Source: an optimization exercise on an open RTL-to-GDS flow (aim: a short achievable clock period and few clock cycles per item). Production flows keep margins and buffers that such runs may drop. The RTL was checked by simulation tests, not by an equivalence proof against the original design.

==> flow/design.v <==
module dcacheread_responder (
  input  logic        clk,
  input  logic        rst_n,
  input  logic        dcacheread_do,
  output logic        dcacheread_done,
  input  logic [3:0]  dcacheread_length,
  input  logic        dcacheread_cache_disable,
  input  logic [31:0] dcacheread_address,
  output logic [63:0] dcacheread_data,
  input  logic        dcache_invalidate,
  output logic        readburst_do,
  output logic [31:0] readburst_address,
  input  logic        readburst_data_valid,
  input  logic [31:0] readburst_data,
  input  logic        readburst_done
);
  logic        busy_q;             
  logic        done_q;             
  logic        rdo_q;              
  logic        more_q;             
  logic        line_q;             
  logic        cd_q;
  logic [1:0]  beat_q;
  logic [27:0] baddr_q;            
  logic [3:0]  off_q;              
  logic [3:0]  n_q;                
  logic [63:0] data_q;
  logic [15:0]  valid_q;
  logic [23:0]  tag_q [16];
  logic [23:0]  tag0m1_q;          
  logic [2047:0] arr_q;            
  logic        wv_q;
  logic [5:0]  wa_q;               
  logic [31:0] wd_q;
  logic [31:0] a;
  logic [3:0]  n;
  logic        need2, hit1, hit2, miss1, miss2, start;
  logic [15:0] match, match2;
  logic [63:0] rd;
  assign a = dcacheread_address;
  assign n = dcacheread_length > 4'd8 ? 4'd8 : dcacheread_length;
  assign need2 = {1'b0, a[3:0]} + {1'b0, n} > 5'd16;
  always_comb begin
    for (int i = 0; i < 16; i++) match[i] = valid_q[i] && tag_q[i] == a[31:8];
    for (int i = 0; i < 15; i++) match2[i] = match[i+1];
    match2[15] = valid_q[0] && tag0m1_q == a[31:8];
  end
  assign hit1 = match[a[7:4]];
  assign hit2 = match2[a[7:4]];
  assign miss1 = dcacheread_cache_disable || dcache_invalidate || !hit1;
  assign miss2 = need2 && (dcacheread_cache_disable || dcache_invalidate || !hit2);
  assign start = dcacheread_do && !busy_q;
  logic [127:0] lines [16];
  logic [55:0]  nexts [16];
  logic [183:0] win;
  always_comb
    for (int i = 0; i < 16; i++) begin
      lines[i] = arr_q[128*i +: 128];
      nexts[i] = arr_q[128*((i+1)%16) +: 56];
    end
  assign win = {nexts[a[7:4]], lines[a[7:4]]};
  genvar gk, gj;
  generate
    for (gk = 0; gk < 8; gk++) begin : g_byte
      logic [7:0] sel [16];
      for (gj = 0; gj < 16; gj++) begin : g_sel
        assign sel[gj] = win[8*(gj + gk) +: 8];
      end
      assign rd[8*gk +: 8] = (4'(gk) < n) ? sel[a[3:0]] : 8'h00;
    end
  endgenerate
  logic       fill_done, beat;
  logic [4:0] o [8];
  assign beat = rdo_q && readburst_data_valid;
  assign fill_done = rdo_q && readburst_done;
  always_comb for (int k = 0; k < 8; k++) o[k] = {1'b0, off_q} + 5'(k);
  always_ff @(posedge clk or negedge rst_n) begin
    if (!rst_n) begin
      busy_q <= 1'b0;
      done_q <= 1'b0;
      rdo_q <= 1'b0;
      more_q <= 1'b0;
      line_q <= 1'b0;
      cd_q <= 1'b0;
      beat_q <= '0;
      valid_q <= '0;
      wv_q <= 1'b0;
    end else begin
      done_q <= 1'b0;
      wv_q <= beat && !cd_q;
      if (start) begin
        busy_q <= 1'b1;
        cd_q <= dcacheread_cache_disable;
        beat_q <= '0;
        if (n == 4'd0 || (!miss1 && !miss2)) begin
          done_q <= 1'b1;
        end else begin
          rdo_q <= 1'b1;
          line_q <= !miss1;
          more_q <= miss1 && miss2;
        end
      end else if (done_q) begin
        busy_q <= 1'b0;
      end
      if (beat) beat_q <= beat_q + 2'd1;
      if (fill_done) begin
        beat_q <= '0;
        if (more_q) begin
          more_q <= 1'b0;
          line_q <= 1'b1;
        end else begin
          rdo_q <= 1'b0;
          done_q <= 1'b1;
        end
      end
      if (dcache_invalidate) valid_q <= '0;
      if (fill_done && !cd_q) valid_q[baddr_q[3:0]] <= 1'b1;
    end
  end
  always_ff @(posedge clk) begin
    if (start) begin
      off_q <= a[3:0];
      n_q <= n;
      data_q <= rd;
      baddr_q <= miss1 ? a[31:4] : a[31:4] + 28'd1;
    end
    if (fill_done && more_q) baddr_q <= baddr_q + 28'd1;
    if (beat) begin
      for (int k = 0; k < 8; k++)
        if (4'(k) < n_q && o[k][4] == line_q && o[k][3:2] == beat_q)
          data_q[8*k +: 8] <= readburst_data[8*o[k][1:0] +: 8];
    end
    if (fill_done && !cd_q) begin
      tag_q[baddr_q[3:0]] <= baddr_q[27:4];
      if (baddr_q[3:0] == 4'd0) tag0m1_q <= baddr_q[27:4] - 24'd1;
    end
    wa_q <= {baddr_q[3:0], beat_q};
    wd_q <= readburst_data;
    if (wv_q) arr_q[32*wa_q +: 32] <= wd_q;
  end
  assign dcacheread_done = done_q;
  assign dcacheread_data = data_q;
  assign readburst_do = rdo_q;
  assign readburst_address = {baddr_q, 4'b0};
endmodule
Settings: LEC_CHECK=0, CAP_MARGIN=20, CORE_MARGIN=2, CORE_UTILIZATION=25, SLEW_MARGIN=20; clock period 6.0 ns.
run.sh (not shown) runs the stock make flow with config.mk's settings and CLKGATE_MAP_FILE= SYNTH_SCRIPT=/design/flow/synth_recipe.tcl, a recipe that flattens the netlist after the stock synthesis.
Testbench counts at the start, summed over its fixed seeds: cycles 22,347, items 4,800.
Edit:
- ABC_CLOCK_PERIOD_IN_PS: unset -> 2500
- CORE_UTILIZATION: 25 -> 45
- CTS_CLUSTER_DIAMETER: unset -> 80
- CTS_CLUSTER_SIZE: unset -> 30
- SETUP_SLACK_MARGIN: unset -> 3.5
Effect: The changed run completed without violations; worst setup slack gets better by 1.8 ns; routed wire length rose by about 26%; count of clock-buffer cells in the layout fell by 208.

## what the ideal ports hide
The flow's constraints put no driver on any port. The routed layouts listed below were extracted and timed again, unchanged, in two steps.
Step 1, drivers: a clkbuf_16 drives clk and a buf_2 each remaining input, both assumed.
Step 2 also shifts input and output timing later by t, the mid clock arrival at the registers, as if the neighbouring blocks saw the same clock.
Three values: ideal ports, drivers, drivers and shift; two values: the first two.
| run | t, ns | setup slack, ns | worst setup path after step 2 |
|---|---|---|---|
| the first run | 1.057 | 0.236 / 0.325 / -0.732 | input to register |
| the second run | 1.029 | 1.993 / 1.989 / 0.960 | input to register |
With both steps, setup timing fails in the first run, where it was met with ideal ports. For the second run, which loses most, drivers alone change the setup slack by -0.004 ns; drivers and shift together by -1.033 ns.
